From an optimization exercise on the open Yosys and OpenROAD flow, aimed at small area, a short achievable clock period and few clock cycles per item; shortcuts taken in it are not production practice. Only simulation tests tie the RTL to the original design; equivalence was not proved. Power and IR drop assume default switching activity.

==> flow/design.v (outline; a module is shown in full before it is edited, if it fits) <==
// module rbm_sequencer: 99 lines
// module rbm_tree_s1: 288 lines
// module rbm_tree_s2: 90 lines
// module rbm_tree_s3: 14 lines
// module visible_unit: 653 lines
// module sample_collector: 26 lines
// module rbm_recon: 59 lines
module rbm_recon (
    input  wire          clk,
    input  wire          reset_n,
    input  wire          start,
    input  wire  [15:0]  hidden,
    input  wire          param_we,
    input  wire  [16:0]  param,
    output logic         busy,
    output logic         done,
    output logic [15:0]  visible
);
  // ...
==> flow/flow/run.sh <==
#!/bin/bash
# The standard layout, with one netlist pass between synthesis and
# floorplan: flow/fapol_opt.py re-chooses the polarity of each full adder
# (a full adder is self-dual) and of and2/nand2-type gates so that fewer
# inverters are needed. Registers, ports and all other cells are unchanged.
set -euo pipefail
R=orfs/results/sky130hd/rbm_recon/base
bash standard.sh synth > synth.log 2>&1
cp "$R/1_2_yosys.v" "$R/1_2_yosys_std.v"
python3 flow/fapol_opt.py "$R/1_2_yosys_std.v" "$R/1_2_yosys.v" > fapol.log 2>&1
rm -f "$R/1_synth.odb" "$R/1_synth.sdc"
bash standard.sh finish > layout.log 2>&1
==> flow/flow/fapol_opt.py <==
#!/usr/bin/env python3
"""Re-choose full-adder polarities in a flat sky130 gate netlist.

A full adder is self-dual: FA(~a, ~b, ~c) = (~sum, ~cout). Yosys's adder
extraction picks each adder's polarity on its own, leaving inverters between
adders. This removes every logic inverter, chooses for each adder whether it
works on true or complemented signals (and for each and2/nand2, or2/nor2,
xor2/xnor2 which of the pair it is), and puts back one inverter per signal
that some load still needs complemented. Registers, ports and every other
cell keep their function.

Usage: fapol_opt.py IN.v OUT.v
"""
import re
import sys
import random
from collections import defaultdict

FA_TYPES = {"sky130_fd_sc_hd__fa_1", "sky130_fd_sc_hd__fa_2", "sky130_fd_sc_hd__fa_4"}
INV_RE = re.compile(r"^sky130_fd_sc_hd__inv_\d+$")
OUT_PINS = {"X", "Y", "Q", "Q_N", "SUM", "COUT", "HI", "LO"}
# swappable 2-input gates: type -> (complement type, out pin, complement out pin, area delta)
AREA = {
    "and2_1": 6.256, "nand2_1": 3.7536, "or2_1": 6.256, "nor2_1": 3.7536,
    "xor2_1": 8.7584, "xnor2_1": 8.7584, "and2_0": 6.256, "or2_0": 6.256,
}
SWAP = {
    "sky130_fd_sc_hd__and2_1": ("sky130_fd_sc_hd__nand2_1", "X", "Y"),
    "sky130_fd_sc_hd__and2_0": ("sky130_fd_sc_hd__nand2_1", "X", "Y"),
    "sky130_fd_sc_hd__nand2_1": ("sky130_fd_sc_hd__and2_1", "Y", "X"),
    "sky130_fd_sc_hd__or2_1": ("sky130_fd_sc_hd__nor2_1", "X", "Y"),
    "sky130_fd_sc_hd__or2_0": ("sky130_fd_sc_hd__nor2_1", "X", "Y"),
    "sky130_fd_sc_hd__nor2_1": ("sky130_fd_sc_hd__or2_1", "Y", "X"),
    "sky130_fd_sc_hd__xor2_1": ("sky130_fd_sc_hd__xnor2_1", "X", "Y"),
    "sky130_fd_sc_hd__xnor2_1": ("sky130_fd_sc_hd__xor2_1", "Y", "X"),
}
INV_AREA = 3.7536


def short(t):
    return t.replace("sky130_fd_sc_hd__", "")


def main():
    src = open(sys.argv[1]).read()
    m = re.search(r"^module\s+(\S+)\s*\((.*?)\);", src, re.S | re.M)
    head_end = m.end()
    end = src.rindex("endmodule")
    body = src[head_end:end]
    # Declarations and cells
    cell_re = re.compile(r"^\s*(sky130_fd_sc_hd__\w+)\s+(\S+)\s*\((.*?)\);\s*$", re.S | re.M)
    pin_re = re.compile(r"\.(\w+)\(\s*(.*?)\s*\)(?=\s*,|\s*$)", re.S)
    cells = []
    decl_lines = []
    pos = 0
    for cm in cell_re.finditer(body):
        decl_lines.append(body[pos:cm.start()])
        pos = cm.end()
        typ, name, pins = cm.group(1), cm.group(2), cm.group(3)
        pm = []
        for p, n in pin_re.findall(pins):
            pm.append((p, n.strip()))
        cells.append([typ, name, pm])
    tail = body[pos:]
    decls = "".join(decl_lines) + tail
    if "assign" in decls:
        sys.exit("netlist has assign statements; not handled")
    ports = set()
    for dm in re.finditer(r"^\s*(input|output|inout)\s+(?:\[[^\]]*\]\s*)?(\S+)\s*;", decls, re.M):
        ports.add(dm.group(2))

    def is_port(net):
        base = net.split("[")[0] if not net.startswith("\\") else net
        return net in ports or base in ports

    driver = {}
    for ci, (typ, name, pm) in enumerate(cells):
        for p, n in pm:
            if p in OUT_PINS:
                driver[n] = (ci, p)
    # Removable inverters
    removable = set()
    for ci, (typ, name, pm) in enumerate(cells):
        if INV_RE.match(typ):
            d = dict(pm)
            if not is_port(d["Y"]) and not d["A"].startswith("1'b"):
                removable.add(ci)

    memo = {}

    def base(net):
        if net in memo:
            return memo[net]
        d = driver.get(net)
        if d is not None and d[0] in removable:
            b, par = base(dict(cells[d[0]][2])["A"])
            r = (b, par ^ 1)
        else:
            r = (net, 0)
        memo[net] = r
        return r

    # Variables
    var_of_cell = {}
    nvar = 0
    for ci, (typ, name, pm) in enumerate(cells):
        if typ in FA_TYPES or typ in SWAP:
            var_of_cell[ci] = nvar
            nvar += 1
    # Base nets: driver variable; consumers
    cons = defaultdict(list)  # base net -> list of (ci, pin, par, var or None)
    for ci, (typ, name, pm) in enumerate(cells):
        if ci in removable:
            continue
        for p, n in pm:
            if p in OUT_PINS or n.startswith("1'b") or n == "":
                continue
            b, par = base(n)
            v = var_of_cell.get(ci) if typ in FA_TYPES else None
            cons[b].append((ci, p, par, v))
    # Output ports as consumers needing the true value of their own net
    fixed_base = set()
    for b in list(cons.keys()) + list(driver.keys()):
        if is_port(b):
            fixed_base.add(b)
    base_var = {}
    for b in cons:
        d = driver.get(b)
        if d is not None and d[0] in var_of_cell and b not in fixed_base:
            base_var[b] = var_of_cell[d[0]]
    pinned = set()
    for b in fixed_base:
        d = driver.get(b)
        if d is not None and d[0] in var_of_cell:
            pinned.add(var_of_cell[d[0]])
    # Also any cell with a variable that drives a base with no recorded consumers
    # (e.g. dangling) is harmless.
    pol = [0] * nvar
    var_cell = {v: ci for ci, v in var_of_cell.items()}
    # Which bases each variable touches
    touch = defaultdict(set)
    for b, lst in cons.items():
        if b in base_var:
            touch[base_var[b]].add(b)
        for (_, _, _, v) in lst:
            if v is not None:
                touch[v].add(b)

    def swap_cost(v):
        ci = var_cell[v]
        typ = cells[ci][0]
        if typ not in SWAP or pol[v] == 0:
            return 0.0
        return AREA.get(short(SWAP[typ][0]), 6.256) - AREA.get(short(typ), 6.256)

    swap_base = {}
    for b, v in base_var.items():
        if cells[var_cell[v]][0] in SWAP:
            swap_base[b] = v

    def need(b, d):
        for (_, _, par, v) in cons[b]:
            r = par ^ (pol[v] if v is not None else 0)
            if r != d:
                return True
        return False

    def swap_delta(v):
        typ = cells[var_cell[v]][0]
        return AREA.get(short(SWAP[typ][0]), 6.256) - AREA.get(short(typ), 6.256)

    def base_cost(b):
        if b in swap_base:
            v = swap_base[b]
            c0 = INV_AREA if need(b, 0) else 0.0
            c1 = (INV_AREA if need(b, 1) else 0.0) + swap_delta(v)
            return min(c0, c1)
        d = pol[base_var[b]] if b in base_var else 0
        return INV_AREA if need(b, d) else 0.0

    def settle_swaps():
        for b, v in swap_base.items():
            c0 = INV_AREA if need(b, 0) else 0.0
            c1 = (INV_AREA if need(b, 1) else 0.0) + swap_delta(v)
            pol[v] = 1 if c1 < c0 - 1e-9 else 0

    def total():
        return sum(base_cost(b) for b in cons)

    start = total()
    rng = random.Random(1)
    order = [v for v in range(nvar) if v not in pinned and cells[var_cell[v]][0] in FA_TYPES]
    improved = True
    rounds = 0
    while improved and rounds < 50:
        improved = False
        rounds += 1
        rng.shuffle(order)
        for v in order:
            before = sum(base_cost(b) for b in touch[v])
            pol[v] ^= 1
            after = sum(base_cost(b) for b in touch[v])
            if after < before - 1e-9:
                improved = True
            else:
                pol[v] ^= 1
    # Annealing over adder polarities, from a few seeds; keep the best
    greedy_pol = list(pol)
    best = total()
    best_pol = list(pol)
    for seed in range(4):
        rng = random.Random(seed + 1)
        pol[:] = greedy_pol
        cur = total()
        T = 2.0
        steps = 60 * len(order)
        for k in range(steps):
            v = order[rng.randrange(len(order))]
            before = sum(base_cost(b) for b in touch[v])
            pol[v] ^= 1
            after = sum(base_cost(b) for b in touch[v])
            dlt = after - before
            if dlt <= 0 or rng.random() < pow(2.718281828, -dlt / T):
                cur += dlt
                if cur < best - 1e-9:
                    best = cur
                    best_pol = list(pol)
            else:
                pol[v] ^= 1
            T = max(0.05, 2.0 * (1 - k / steps))
    pol[:] = best_pol
    settle_swaps()
    end_cost = total()
    # Emit
    out_cells = []
    new_wires = []
    inv_net = {}
    ninv = 0

    def comp(b):
        nonlocal ninv
        if b not in inv_net:
            n = f"_fapol_n{ninv}_"
            inv_net[b] = n
            new_wires.append(n)
            out_cells.append(("sky130_fd_sc_hd__inv_1", f"_fapol_i{ninv}_", [("A", b), ("Y", n)]))
            ninv += 1
        return inv_net[b]

    for ci, (typ, name, pm) in enumerate(cells):
        if ci in removable:
            continue
        v = var_of_cell.get(ci)
        newtyp = typ
        newpm = []
        if typ in SWAP and v is not None and pol[v]:
            newtyp = SWAP[typ][0]
        for p, n in pm:
            if p in OUT_PINS:
                if typ in SWAP and v is not None and pol[v]:
                    p = SWAP[typ][2]
                newpm.append((p, n))
                continue
            if n.startswith("1'b") or n == "":
                newpm.append((p, n))
                continue
            b, par = base(n)
            d = pol[base_var[b]] if b in base_var else 0
            r = par ^ (pol[v] if (v is not None and typ in FA_TYPES) else 0)
            newpm.append((p, b if r == d else comp(b)))
        out_cells.append((newtyp, name, newpm))
    o = [src[:head_end]]
    o.append(decls.rstrip() + "\n")
    for w in new_wires:
        o.append(f"  wire {w};\n")
    for typ, name, pm in out_cells:
        pins = ",\n".join(f"    .{p}({n} )" for p, n in pm)
        o.append(f"  {typ} {name} (\n{pins}\n  );\n")
    o.append("endmodule\n")
    open(sys.argv[2], "w").write("".join(o))
    flipped_fa = sum(1 for v in range(nvar) if pol[v] and cells[var_cell[v]][0] in FA_TYPES)
    swapped = sum(1 for v in range(nvar) if pol[v] and cells[var_cell[v]][0] in SWAP)
    sys.stderr.write(
        f"fapol: {len(removable)} inverters removed, {ninv} added; "
        f"{flipped_fa} adders flipped, {swapped} gates swapped; "
        f"cost {start:.1f} -> {end_cost:.1f} um2 ({rounds} rounds)\n")


if __name__ == "__main__":
    main()
==> flow/standard.sh <==
#!/bin/bash
# synth_recipe.tcl (not shown) runs the flow's synth.tcl, then flattens the netlist and writes it again
# the make line also repeats each setting of config.mk as NAME=value (left out here)
make -C /OpenROAD-flow-scripts/flow DESIGN_CONFIG=/design/flow/config.mk WORK_HOME=/design/flow/orfs CLKGATE_MAP_FILE= SYNTH_SCRIPT=/design/flow/synth_recipe.tcl "${@:-finish}"
==> flow/config.mk <==
export PLATFORM = sky130hd
export DESIGN_NAME = rbm_recon
export DESIGN_NICKNAME = rbm_recon
export VERILOG_FILES = /design/flow/design.v
export SDC_FILE = /design/flow/constraint.sdc
export NUM_CORES = 4
export LEC_CHECK = 0
export ABC_CLOCK_PERIOD_IN_PS = 2700
export CAP_MARGIN = 20
export CORE_MARGIN = 2
export CORE_UTILIZATION = 55
export CTS_CLUSTER_DIAMETER = 100
export CTS_CLUSTER_SIZE = 26
export SETUP_SLACK_MARGIN = 4.25
export SLEW_MARGIN = 20
==> flow/constraint.sdc <==
create_clock -name core_clock -period 7.0 [get_ports {clk}]
set_input_delay 1.4000 -clock core_clock [delete_from_list [all_inputs] [get_ports {clk}]]
set_output_delay 1.4000 -clock core_clock [all_outputs]
set_load 0.01 [all_outputs]
==> results.json, run 1 <==
{
  "wl_per_cell_um": 22.4,
  "gp_congestion": 0.812,
  "clk_pin_slew_ps": 100,
  "cts_tree": "yes",
  "ir_drop_uv": 261,
  "postCtsSetupBuffers": 90,
  "dr_total_vias": 82100,
  "synth_area_um2": 149000,
  "nNetsFinal": 14000,
  "r2r_end": "u_sequencer.bias_q[15]",
  "nWellTaps": 3552,
  "grt_pass1_wl_um": 537000,
  "yosys_warnings": 22,
  "report.final.slew_viol_count": 0,
  "fillers": 21600,
  "slew_headroom_pct": 28.2,
  "p_comb_w": 0.00453,
  "clkCellAreaFrac_pct": 3.05,
  "critPathBufInv": 1,
  "grt_util_met2_pct": 43.8,
  "cp.required_ps": 5600,
  "status": "timing/DRC/antenna clean",
  "utilization_pct": 59.3,
  "switchingPower_w": 0.0106,
  "r2r_start": "u_sequencer.p_row[1]",
  "grt_use_met1_pct": 36.1,
  "wl_met2_um": 169000,
  "bufAreaShareNonClock_pct": 1.93,
  "grt_usage_pct": 26.0,
  "dominant_cells": "flip-flops and latches",
  "rsz0062_at_grt": "true",
  "drt-met1-wl_um": 151000,
  "rows": 190,
  "synthCells": 11900,
  "largest_reg_flops": 2048,
  "clock_path_buffers": 3,
  "power_leader": "registers",
  "multi_input_area_um2": 65800,
  "p_seq_share_pct": 60.0,
  "r2r_cells": 3,
  "dieArea_um2": 275000,
  "area_growth_pct": 7.07
}
Testbench counts, summed over its fixed seeds: cycles 1,072, items 1,024.
==> run 2, diff against run 1 <==
--- a/flow/config.mk
+++ b/flow/config.mk
@@ -8,7 +8,7 @@
 export ABC_CLOCK_PERIOD_IN_PS = 2700
 export CAP_MARGIN = 20
 export CORE_MARGIN = 2
-export CORE_UTILIZATION = 55
+export CORE_UTILIZATION = 65
 export CTS_CLUSTER_DIAMETER = 100
 export CTS_CLUSTER_SIZE = 26
 export SETUP_SLACK_MARGIN = 4.25
==> run 2 against run 1 <==
  * Worst setup slack got worse by 3.7 ps
  * Hold slack got worse by 12 ps
  * Still clean on timing, DRC and antenna
  * Clock skew fell by 12 ps
  * Global-route usage rose by 3.5 points
  * Combinational power fell by 7.3%
  * Routed wire length fell by 4.5%
  * Synthesized area did not move
  * Clock-buffer cell count fell by 7
  * Largest power group unchanged
  * Critical endpoint is now visible[14]
  * Design area fell by 1.1%
  * Synthesized cell count did not move
  * Final cell count fell by 3.9%
==> results.json, run 2 <==
{
  "mostFrequentLayoutCells": "dfxtp_1, nand2_1, fa_1, inv_1, mux2_2",
  "cts_tree": "yes",
  "maxCapViolCount": 0,
  "largest_reg_flops": 2048,
  "grt_pass1_vias": 88500,
  "synth_area_um2": 149000,
  "insertion_delay_ps": 850,
  "grt_pass1_wl_um": 519000,
  "die_h_um": 483,
  "ant_nets": 0,
  "gp_congestion": 0.831,
  "dp_hpwl_um": 211000,
  "drc": 0,
  "hold_viol": 0,
  "critPathTopFamily": "flip-flops",
  "cts_sinks": 3755,
  "critPathArrivalTime_ps": 1470,
  "fmax_mhz": 348,
  "status": "timing/DRC/antenna clean",
  "slowest_stage": "dfrtp_1",
  "pre_cts_slack_ps": 3060,
  "synthCells": 11900,
  "setup-violations-final": 0,
  "powerDensity_nw_per_um2": 250,
  "die_w_um": 483,
  "worst-path-max-fanout": 1,
  "routed_via_density": 5.53,
  "end_kind": "output port",
  "slew_headroom_pct": 23.8,
  "wl_per_cell_um": 22.2,
  "worst_slack_ps": 4130,
  "dieArea_um2": 233000,
  "nNetsFinal": 13900,
  "syn_avg_cell_area_um2": 12.5,
  "power.leakage_nw": 59.5,
  "cts_hold_buffers": 0,
  "reg.largest.list": "u_sequencer.ring_q (2048), g_unit.u_unit.p1_q (800), g_unit.u_unit.p2_q (352)",
  "worst_pin_slew_ps": 1140,
  "area_growth_pct": 5.94,
  "finalWirelength_um": 331000,
  "ir_drop_uv": 252,
  "dp_cells": 14500,
  "start_util_pct": 65.4,
  "cts_made_buffers": 163,
  "first_pass_iters": 6,
  "yosys_warnings": 22,
  "syn-num-nets": 14100,
  "grt_usage_pct": 29.5,
  "rsz0062_at_grt": "true",
  "regMostFlops": "u_sequencer.ring_q",
  "htreeDepth": 4,
  "slowest_delay_ps": 450,
  "dr_total_vias": 82200,
  "path_cells": "buf_2",
  "drtIter0Drc": 5377,
  "fin_crit_sh_pct": 41.0,
  "hold_path_class": "reg2reg",
  "ios": 55,
  "hold_path_depth": 0,
  "cp.depth": 1,
  "layout_commonest_cell": "dfxtp_1",
  "fin_cells": 14900,
  "startpoint_type": "register",
  "critPathBufInv": 1,
  "clock_path_buffers": 3,
  "numPortBuffers": 54,
  "clock_skew_ps": 23.8,
  "grt_max_degree": 117,
  "clk_pin_slew_ps": 110,
  "r2r_cells": 4,
  "cp.required_ps": 5600,
  "rows": 175,
  "fillers": 16400,
  "cts.root.buffer_cell": "clkbuf_16",
  "timing.setup.tns_ps": 0,
  "core_area_um2": 227000,
  "critPathKind": "reg2out",
  "drive_gt1_share_pct": 8.05,
  "fin_crit_ps": 2870,
  "antenna_found_initial": 17,
  "gr-total-overflow": 0,
  "report.final.slew_viol_count": 0
}
[run 2: what timing repair did]
action / in CTS / in global routing
gates resized for setup: 183 / 70
pin swaps: 13 / 7
cloned: 4 / 1
endpoints found under the setup margin: 751 / 323
setup buffers: 27 / 15
[run 2: layer usage]
| layer | global-route usage (%) | share of wire, % |
|---|---|---|
| met1 | 41.5 | 42 |
| met4 | 8.69 | 3.1 |
| met2 | 48.8 | 49 |
| met5 | 0 | 0.0045 |
| met3 | 3.68 | 5.6 |
[run 2: metrics by stage]
| stage | utilization, % | hold WS [ps] | cell area (µm²) | total power (W) |
|---|---|---|---|---|
| floorplan | - | 310 | 149000 | 0.0266 |
| global placement | 66.8 | 310 | 152000 | 0.0283 |
| detailed placement | 66.8 | 312 | 152000 | 0.0285 |
| CTS | 69.1 | 323 | 157000 | 0.0395 |
| global route | 69.3 | 338 | 158000 | 0.0409 |
| finish | 69.3 | 319 | 158000 | 0.0394 |
[run 2: path summary, 6_finish.rpt]
path / to / start / slack, ps
min reg2reg: g_unit[4].u_unit.p2_q[0] / g_unit[4].u_unit.p1_q[0] / 320
min: g_unit[4].u_unit.p2_q[0] / g_unit[4].u_unit.p1_q[0] / 320
max reg2reg: u_sequencer.bias_q[77] / u_sequencer.p_row[0] / 4220
max: visible[14] / u_collector.visible[14] / 4130
max in group asynchronous: u_sequencer.pos[1] / reset_n / 5030
min in group asynchronous: g_unit[5].u_unit.lfsr[9] / reset_n / 590
[run 2: area by class of cell]
type	count	area [µm²]	share of cell area, %
antenna	12	30.0	0.0190
clock buffer	253	4570	2.90
sequential	3755	77700	49.3
timing repair buffer	197	2210	1.40
inverter	903	3400	2.16
tap	3009	3760	2.39
multi-input combinational	6722	65900	41.8
clock inverter	12	116	0.0738
[run 2: where the power goes]
part	leakage [nW]	internal (W)	switching (W)
logic	25.1	0.00153	0.00267
clock network	2.26	0.00459	0.00657
registers	32.2	0.0230	0.00100
==> run 3, diff against run 2 <==
--- a/flow/config.mk
+++ b/flow/config.mk
@@ -8,8 +8,8 @@
 export ABC_CLOCK_PERIOD_IN_PS = 2700
 export CAP_MARGIN = 20
 export CORE_MARGIN = 2
-export CORE_UTILIZATION = 65
+export CORE_UTILIZATION = 55
 export CTS_CLUSTER_DIAMETER = 100
 export CTS_CLUSTER_SIZE = 26
-export SETUP_SLACK_MARGIN = 4.25
+export SETUP_SLACK_MARGIN = 4.17
 export SLEW_MARGIN = 20
==> run 3 against run 2 <==
  * Die area up 18%
  * Clock-buffer cell count increased by 7
  * Still clean on timing, DRC and antenna
  * Sequential share of layout area decreased by 0.40 points
==> results.json, run 3 <==
{
  "status": "timing/DRC/antenna clean",
  "post_dp_cell_area_um2": 153000,
  "crit_start": "u_collector.visible[2]",
  "synth_area_um2": 149000,
  "ir_drop_uv": 264,
  "die_w_um": 524,
  "fin_crit_ps": 2870,
  "critPathTopFamily": "flip-flops",
  "critPathArrivalTime_ps": 1470,
  "startpoint_type": "register",
  "die_h_um": 524,
  "rsz0062_at_grt": "true",
  "r2r_end": "g_unit[1].u_unit.p1_q[22]",
  "fillers": 21600,
  "hold_viol": 0,
  "p_int_w": 0.0293,
  "clk_pin_slew_ps": 100,
  "fin_crit_sh_pct": 41.0,
  "setup-violations-final": 0,
  "numPortBuffers": 54,
  "end_kind": "output port",
  "gp_congestion": 0.812,
  "drive_gt1_share_pct": 8.46,
  "gr-total-overflow": 0,
  "drtIter0Drc": 5819,
  "cts_tree": "yes",
  "regMostFlops": "u_sequencer.ring_q",
  "syn_avg_cell_area_um2": 12.5,
  "dr_total_vias": 82300,
  "routed_via_density": 5.32,
  "largest_reg_flops": 2048,
  "cp.required_ps": 5600,
  "report.final.slew_viol_count": 0,
  "crit_end": "visible[2]",
  "critPathKind": "reg2out",
  "powerDensity_nw_per_um2": 251,
  "grt_usage_pct": 25.8,
  "cts_sinks": 3755,
  "reg.largest.list": "u_sequencer.ring_q (2048), g_unit.u_unit.p1_q (800), g_unit.u_unit.p2_q (352)",
  "multi_input_area_um2": 65800,
  "cts.root.buffer_cell": "clkbuf_16",
  "ant_nets": 0,
  "yosys_warnings": 22,
  "worst-path-max-fanout": 1,
  "antenna_found_initial": 16,
  "worst_pin_slew_ps": 1080,
  "slew_headroom_pct": 27.7,
  "p_clk_share_pct": 28.7,
  "timing.setup.tns_ps": 0,
  "clock_skew_ps": 34.4,
  "cts_hold_buffers": 0,
  "r2r_start": "u_sequencer.gate[12]",
  "mostFrequentLayoutCells": "dfxtp_1, nand2_1, fa_1, inv_1, mux2_2",
  "p_comb_share_pct": 11.2,
  "critPathBufInv": 1,
  "swShare_pct": 26.6,
  "total_power_w": 0.0399,
  "wl_per_cell_um": 22.4,
  "maxCapViolCount": 0,
  "path_cells": "buf_6",
  "dieArea_um2": 275000,
  "grt_pass1_wl_um": 534000,
  "switchingPower_w": 0.0106,
  "cts_made_buffers": 165,
  "ios": 55,
  "finalWirelength_um": 346000,
  "stdcell_area_um2": 159000,
  "slowest_stage": "dfrtp_2",
  "hold_path_class": "reg2reg",
  "clock_path_buffers": 3,
  "area_growth_pct": 6.86,
  "fmax_mhz": 348,
  "drc": 0,
  "htreeDepth": 4,
  "core_area_um2": 269000,
  "grt_max_degree": 117,
  "start_util_pct": 55.4,
  "insertion_delay_ps": 860,
  "r2r_cells": 6,
  "synthCells": 11900,
  "nNetsFinal": 14000,
  "power.leakage_nw": 59.9,
  "ff2ff_setup_slack_ps": 4210,
  "syn-num-nets": 14100,
  "rows": 190,
  "grt_pass1_vias": 88500,
  "dp_hpwl_um": 214000,
  "regArea_um2": 77700,
  "p_seq_share_pct": 60.1,
  "first_pass_iters": 6,
  "slowest_delay_ps": 470,
  "cp.depth": 1,
  "layout_commonest_cell": "dfxtp_1"
}
-- run 3: power by group through the flow --
stage	Combinational, W	Sequential, W	Clock (W)
6_report	0.00447	0.0240	0.0114
2_1_floorplan	0.00256	0.0240	0
4_1_cts	0.00439	0.0240	0.0118
3_3_place_gp	0.00373	0.0247	0
5_1_grt	0.00484	0.0242	0.0125
3_5_place_dp	0.00384	0.0247	0
-- run 3: repair_timing --
action	in CTS	in global routing
gates resized for setup	144	29
cloned	2	2
pin swaps	16	3
setup buffers	89	7
endpoints found under the setup margin	439	209
-- run 3: how the worst min path moves through the flow --
stage | slack, ps | end | startpoint | cells after the start
2_1_floorplan | 310 | g_unit[0].u_unit.never2_q | g_unit[0].u_unit.never1_q | 0
3_3_place_gp | 310 | g_unit[0].u_unit.p2_q[5] | g_unit[0].u_unit.p1_q[10] | 0
3_5_place_dp | 310 | g_unit[0].u_unit.never2_q | g_unit[0].u_unit.never1_q | 0
4_1_cts | 330 | g_unit[2].u_unit.never2_q | g_unit[2].u_unit.never1_q | 0
5_1_grt | 330 | g_unit[2].u_unit.never2_q | g_unit[2].u_unit.never1_q | 0
6_report | 330 | g_unit[10].u_unit.p2_q[1] | g_unit[10].u_unit.p1_q[1] | 0
-- run 3: cell type report --
| type | count | area share (%) |
|---|---|---|
| Tap cell | 3552 | 2.79 |
| Timing Repair Buffer | 240 | 1.76 |
| Inverter | 903 | 2.13 |
| Sequential cell | 3755 | 48.9 |
| Clock inverter | 22 | 0.157 |
| Multi-Input combinational cell | 6719 | 41.4 |
| Clock buffer | 260 | 2.90 |
| Antenna cell | 5 | 0.00787 |
-- run 3: layer usage --
| layer | up-vias | track usage [%] | wire length (µm) |
|---|---|---|---|
| met2 | 1862 | 43.5 | 168000 |
| met5 | - | 0 | 0 |
| met3 | 423 | 3.09 | 17400 |
| met1 | 42900 | 35.9 | 150000 |
| li1 | 37100 | - | - |
| met4 | 0 | 6.45 | 10100 |
-- run 3: stage by stage --
step / worst slack [ps] / hold WS (ps) / cells / utilization [%]
after floorplan: 4590 / 310 / 11900 / -
after global placement: 3200 / 310 / 15100 / 56.8
after detailed placement: 3070 / 312 / 15100 / 56.8
after CTS: 4050 / 328 / 15400 / 59.1
after global routing: 4070 / 334 / 15500 / 59.2
final: 4130 / 332 / 15500 / 59.2
==> run 4, diff against run 3 <==
--- a/flow/config.mk
+++ b/flow/config.mk
@@ -5,7 +5,7 @@
 export SDC_FILE = /design/flow/constraint.sdc
 export NUM_CORES = 4
 export LEC_CHECK = 0
-export ABC_CLOCK_PERIOD_IN_PS = 2700
+export ABC_CLOCK_PERIOD_IN_PS = 4000
 export CAP_MARGIN = 20
 export CORE_MARGIN = 2
 export CORE_UTILIZATION = 55
==> run 4 against run 3 <==
  * Critical endpoint unchanged
  * Global-route usage stayed put
  * Maximum frequency stayed put
  * Clock skew stayed put
  * Clock power hardly changed
  * Register-to-register slack hardly changed
  * Design area stayed put
  * Sequential power hardly changed
==> results.json, run 4 <==
{
  "grt_pass1_wl_um": 534000,
  "die_w_um": 524,
  "fin_crit_ps": 2870,
  "slowest_delay_ps": 470,
  "r2r_cells": 6,
  "drtIter0Drc": 5819,
  "fin_crit_sh_pct": 41.0,
  "ios": 55,
  "synthCells": 11900,
  "hold_path_class": "reg2reg",
  "wl_per_cell_um": 22.4,
  "mostFrequentLayoutCells": "dfxtp_1, nand2_1, fa_1, inv_1, mux2_2",
  "numPortBuffers": 54,
  "start_util_pct": 55.4,
  "stdcell_area_um2": 159000,
  "ant_nets": 0,
  "critPathKind": "reg2out",
  "clock_path_buffers": 3,
  "clk_pin_slew_ps": 100,
  "fillers": 21600,
  "worst_slack_ps": 4130,
  "clock_skew_ps": 34.4,
  "finalWirelength_um": 346000,
  "dp_hpwl_um": 214000,
  "ir_drop_uv": 264,
  "total_power_w": 0.0399,
  "hold_ws_ps": 332,
  "drive_gt1_share_pct": 8.46,
  "worst-path-max-fanout": 1,
  "reg.largest.list": "u_sequencer.ring_q (2048), g_unit.u_unit.p1_q (800), g_unit.u_unit.p2_q (352)",
  "yosys_warnings": 22,
  "post_dp_cell_area_um2": 153000,
  "hold_path_depth": 0,
  "slowest_stage": "dfrtp_2",
  "die_h_um": 524,
  "cts_tree": "yes",
  "insertion_delay_ps": 860,
  "cp.required_ps": 5600,
  "core_area_um2": 269000,
  "dr_total_vias": 82300,
  "end_kind": "output port",
  "cts_made_buffers": 165,
  "cp.depth": 1,
  "rows": 190,
  "drc": 0,
  "critPathTopFamily": "flip-flops",
  "maxCapViolCount": 0,
  "cts.root.buffer_cell": "clkbuf_16",
  "antenna_found_initial": 16,
  "worst_pin_slew_ps": 1080,
  "grt_usage_pct": 25.8,
  "synth_area_um2": 149000,
  "fmax_mhz": 348,
  "largest_reg_flops": 2048,
  "gr-total-overflow": 0,
  "nNetsFinal": 14000,
  "layout_commonest_cell": "dfxtp_1",
  "slew_headroom_pct": 27.7,
  "status": "timing/DRC/antenna clean",
  "gp_congestion": 0.812,
  "first_pass_iters": 6,
  "routed_via_density": 5.32,
  "hold_viol": 0,
  "setup-violations-final": 0,
  "critPathBufInv": 1,
  "grt_max_degree": 117,
  "pre_cts_slack_ps": 3070,
  "critPathArrivalTime_ps": 1470,
  "regMostFlops": "u_sequencer.ring_q",
  "ff2ff_setup_slack_ps": 4210,
  "timing.setup.tns_ps": 0,
  "syn-num-nets": 14100,
  "powerDensity_nw_per_um2": 251,
  "startpoint_type": "register",
  "report.final.slew_viol_count": 0,
  "dieArea_um2": 275000,
  "syn_avg_cell_area_um2": 12.5,
  "htreeDepth": 4,
  "path_cells": "buf_6",
  "rsz0062_at_grt": "true",
  "cts_sinks": 3755,
  "area_growth_pct": 6.86,
  "power.leakage_nw": 59.9,
  "grt_pass1_vias": 88500
}
==> run 4: cell counts in the layout (fill, tap and decap cells not counted) <==
No cell type changed its count.
==> run 4: final cells by class <==
class	count	area [µm²]	area share (%)
clock inverter	22	250	0.157
sequential	3755	77700	48.9
antenna	5	12.5	0.00787
timing repair buffer	240	2810	1.76
inverter	903	3390	2.13
multi-input combinational	6719	65800	41.4
clock buffer	260	4610	2.90
tap	3552	4440	2.79
==> run 4: repair_timing <==
item	in CTS	in global routing
endpoints found under the setup margin	439	209
gates cloned	2	2
pin swaps	16	3
resized for setup	144	29
setup buffers	89	7
hold buffers	0	0
==> run 4: metal layers <==
metal | up-vias | track usage [%] | part of all wire, %
met1 | 42900 | 35.9 | 43
met2 | 1862 | 43.5 | 49
met4 | 0 | 6.45 | 2.9
met3 | 423 | 3.09 | 5.0
met5 | - | 0 | 0
li1 | 37100 | - | -
==> run 4: metrics by stage <==
stage	cells	utilization [%]
6_report	15500	59.2
3_3_place_gp	15100	56.8
3_5_place_dp	15100	56.8
4_1_cts	15400	59.1
5_1_grt	15500	59.2
2_1_floorplan	11900	-
==> run 4: power breakdown <==
group          switching, W  leakage (nW)  internal, W
Sequential          0.00102          32.2       0.0230
Clock               0.00677          2.33      0.00468
Combinational       0.00283          25.4      0.00164
Total                0.0106          59.9       0.0293
==> run 4: final timing paths <==
path	end	from
setup / recovery	visible[2]	u_collector.visible[2]
hold / removal	g_unit[10].u_unit.p2_q[1]	g_unit[10].u_unit.p1_q[1]
setup reg to reg	g_unit[1].u_unit.p1_q[22]	u_sequencer.gate[12]
hold reg to reg	g_unit[10].u_unit.p2_q[1]	g_unit[10].u_unit.p1_q[1]
max in group asynchronous	g_unit[3].u_unit.lfsr[13]	reset_n
min in group asynchronous	g_unit[5].u_unit.lfsr[9]	reset_n
==> run 5, diff against run 4 <==
--- a/flow/config.mk
+++ b/flow/config.mk
@@ -5,10 +5,10 @@
 export SDC_FILE = /design/flow/constraint.sdc
 export NUM_CORES = 4
 export LEC_CHECK = 0
-export ABC_CLOCK_PERIOD_IN_PS = 4000
+export ABC_CLOCK_PERIOD_IN_PS = 2700
 export CAP_MARGIN = 20
 export CORE_MARGIN = 2
-export CORE_UTILIZATION = 55
+export CORE_UTILIZATION = 60
 export CTS_CLUSTER_DIAMETER = 100
 export CTS_CLUSTER_SIZE = 26
 export SETUP_SLACK_MARGIN = 4.17
==> run 5 against run 4 <==
  * Power is 1.6% lower
  * Maximum frequency is 0.64% lower
  * First-iteration DRC count is 4.5% lower
  * Critical path type unchanged
  * Largest cell class unchanged
==> results.json, run 5 <==
{
  "yosys_warnings": 22,
  "die_w_um": 502,
  "maxCapViolCount": 0,
  "report.final.slew_viol_count": 0,
  "drtIter0Drc": 5558,
  "ir_drop_uv": 322,
  "critPathTopFamily": "flip-flops",
  "hold_viol": 0,
  "critPathArrivalTime_ps": 1490,
  "reg.largest.list": "u_sequencer.ring_q (2048), g_unit.u_unit.p1_q (800), g_unit.u_unit.p2_q (352)",
  "status": "timing/DRC/antenna clean",
  "cts_tree": "yes",
  "clock_path_buffers": 3,
  "wl_per_cell_um": 21.8,
  "grt_pass1_vias": 87900,
  "numPortBuffers": 54,
  "antenna_found_initial": 15,
  "end_kind": "output port",
  "drive_gt1_share_pct": 7.87,
  "largest_reg_flops": 2048,
  "finalWirelength_um": 330000,
  "ios": 55,
  "first_pass_iters": 8,
  "cts.root.buffer_cell": "clkbuf_16",
  "ant_nets": 0,
  "powerDensity_nw_per_um2": 249,
  "clock_skew_ps": 28.1,
  "syn_avg_cell_area_um2": 12.5,
  "worst-path-max-fanout": 1,
  "drc": 0,
  "slowest_stage": "dfrtp_2",
  "fin_crit_sh_pct": 41.3,
  "total_power_w": 0.0393,
  "htreeDepth": 4,
  "hold_path_class": "reg2reg",
  "insertion_delay_ps": 850,
  "nNetsFinal": 13900,
  "clk_pin_slew_ps": 100,
  "grt_pass1_wl_um": 520000,
  "path_cells": "buf_6",
  "dr_total_vias": 81200,
  "routed_via_density": 5.36,
  "critPathBufInv": 1,
  "dp_hpwl_um": 213000,
  "power.leakage_nw": 59.4,
  "area_growth_pct": 5.92,
  "setup-violations-final": 0,
  "critPathKind": "reg2out",
  "fmax_mhz": 346,
  "slowest_delay_ps": 500,
  "worst_pin_slew_ps": 1150,
  "dieArea_um2": 252000,
  "synth_area_um2": 149000,
  "slew_headroom_pct": 23.3,
  "grt_max_degree": 112,
  "regMostFlops": "u_sequencer.ring_q",
  "cts_made_buffers": 163,
  "startpoint_type": "register",
  "cts_sinks": 3755,
  "layout_commonest_cell": "dfxtp_1",
  "core_area_um2": 246000,
  "gp_congestion": 0.828,
  "mostFrequentLayoutCells": "dfxtp_1, nand2_1, fa_1, inv_1, mux2_2",
  "syn-num-nets": 14100,
  "die_h_um": 502,
  "timing.setup.tns_ps": 0,
  "start_util_pct": 60.4,
  "synthCells": 11900,
  "cp.required_ps": 5600,
  "grt_usage_pct": 27.3,
  "rsz0062_at_grt": "true",
  "fin_crit_ps": 2890,
  "gr-total-overflow": 0,
  "rows": 182
}
==> run 5: changes by cell type in the layout (fill, tap and decap cells not counted), sizes merged <==
cell	delta
buf	-61
mux4	-1
diode	+3
bufinv	-1
clkinv	-3
clkbuf	+4
inv	-5
clkinvlp	-2
==> run 5: path summary, 6_finish.rpt <==
| check | start | end | slack, ps | depth (start not counted) |
|---|---|---|---|---|
| worst max-delay path | u_collector.visible[4] | visible[4] | 4110 | 1 |
| worst min-delay path | g_unit[15].u_unit.p1_q[5] | g_unit[15].u_unit.p2_q[3] | 330 | 0 |
| worst max register to register | u_sequencer.gate[52] | g_unit[13].u_unit.p1_q[34] | 4230 | 6 |
| worst min register to register | g_unit[15].u_unit.p1_q[5] | g_unit[15].u_unit.p2_q[3] | 330 | 0 |
| max in group asynchronous | reset_n | u_sequencer.bias_q[84] | 4990 | 3 |
| min in group asynchronous | reset_n | g_unit[5].u_unit.lfsr[9] | 450 | 1 |
==> run 5: repair_timing <==
action,4_1_cts,5_1_grt
hold buffers,0,0
buffers inserted,18,4
endpoints found under the hold margin,0,0
endpoints found under the setup margin,508,189
gates cloned,1,0
pin swaps,9,5
resized for setup,146,35
==> run 5: area by class of cell <==
| cell class | instances | area (µm²) |
|---|---|---|
| sequential | 3755 | 77700 |
| antenna | 8 | 20.0 |
| multi-input combinational | 6718 | 65700 |
| clock inverter | 11 | 86.3 |
| clock buffer | 265 | 4590 |
| tap | 3312 | 4140 |
| fill | 19000 | 88800 |
| timing repair buffer | 178 | 1950 |
| inverter | 903 | 3390 |
==> run 5: routing by layer <==
layer	GRT usage [%]	vias up	wire, µm
li1	-	36900	-
met1	37.9	42200	144000
met2	45.7	1619	162000
met3	2.96	472	13100
met4	7.77	0	10600
met5	0	-	0
==> run 5: power breakdown <==
| part | internal [W] | switching, W |
|---|---|---|
| combinational | 0.00149 | 0.00259 |
| clock | 0.00457 | 0.00662 |
| sequential | 0.0230 | 0.00102 |
| total | 0.0290 | 0.0102 |
==> run 5: per-stage QoR <==
| step | cell area (µm²) | utilization [%] | cells | hold WS, ps | setup WS [ps] |
|---|---|---|---|---|---|
| after floorplan | 149000 | - | 11900 | 310 | 4590 |
| after global placement | 152000 | 61.8 | 14800 | 310 | 3310 |
| after detailed placement | 152000 | 61.8 | 14800 | 312 | 3210 |
| after CTS | 157000 | 63.9 | 15100 | 327 | 4030 |
| after global routing | 158000 | 64.0 | 15100 | 334 | 4040 |
| final | 158000 | 64.0 | 15200 | 330 | 4110 |

==> port drivers added, routing unchanged <==
The results above use ideal ports. As a check the final layouts listed here were re-extracted and re-timed, cells and wires unchanged.
Step 1 sets driving cells, clkbuf_16 on the clock port and buf_2 on the other inputs (assumed; they add their load-dependent delay and slew).
Step 2 adds t to the input delays and takes it off the output delays; t is the mean of the earliest and latest rising clock arrival at the registers after step 1. Input paths then give back, and output paths get back, about the clock's delay inside the block.
a / b / c = ideal / step 1 / step 2; a / b = the first two.
run	t, ns	slack for setup (ns)	worst slew at a driven data input, ns
run 1	0.940	4.131 / 4.036 / 3.530	0.17
run 2	0.927	4.127 / 4.040 / 3.364	0.21
run 3	0.943	4.128 / 4.032 / 3.520	0.19
run 4	0.943	4.128 / 4.032 / 3.520	0.19
run 5	0.930	4.110 / 4.013 / 3.334	0.28
After both steps every run listed still meets setup and hold. For run 5, which loses most, drivers alone change the setup slack by -0.097 ns; drivers and shift together by -0.776 ns.
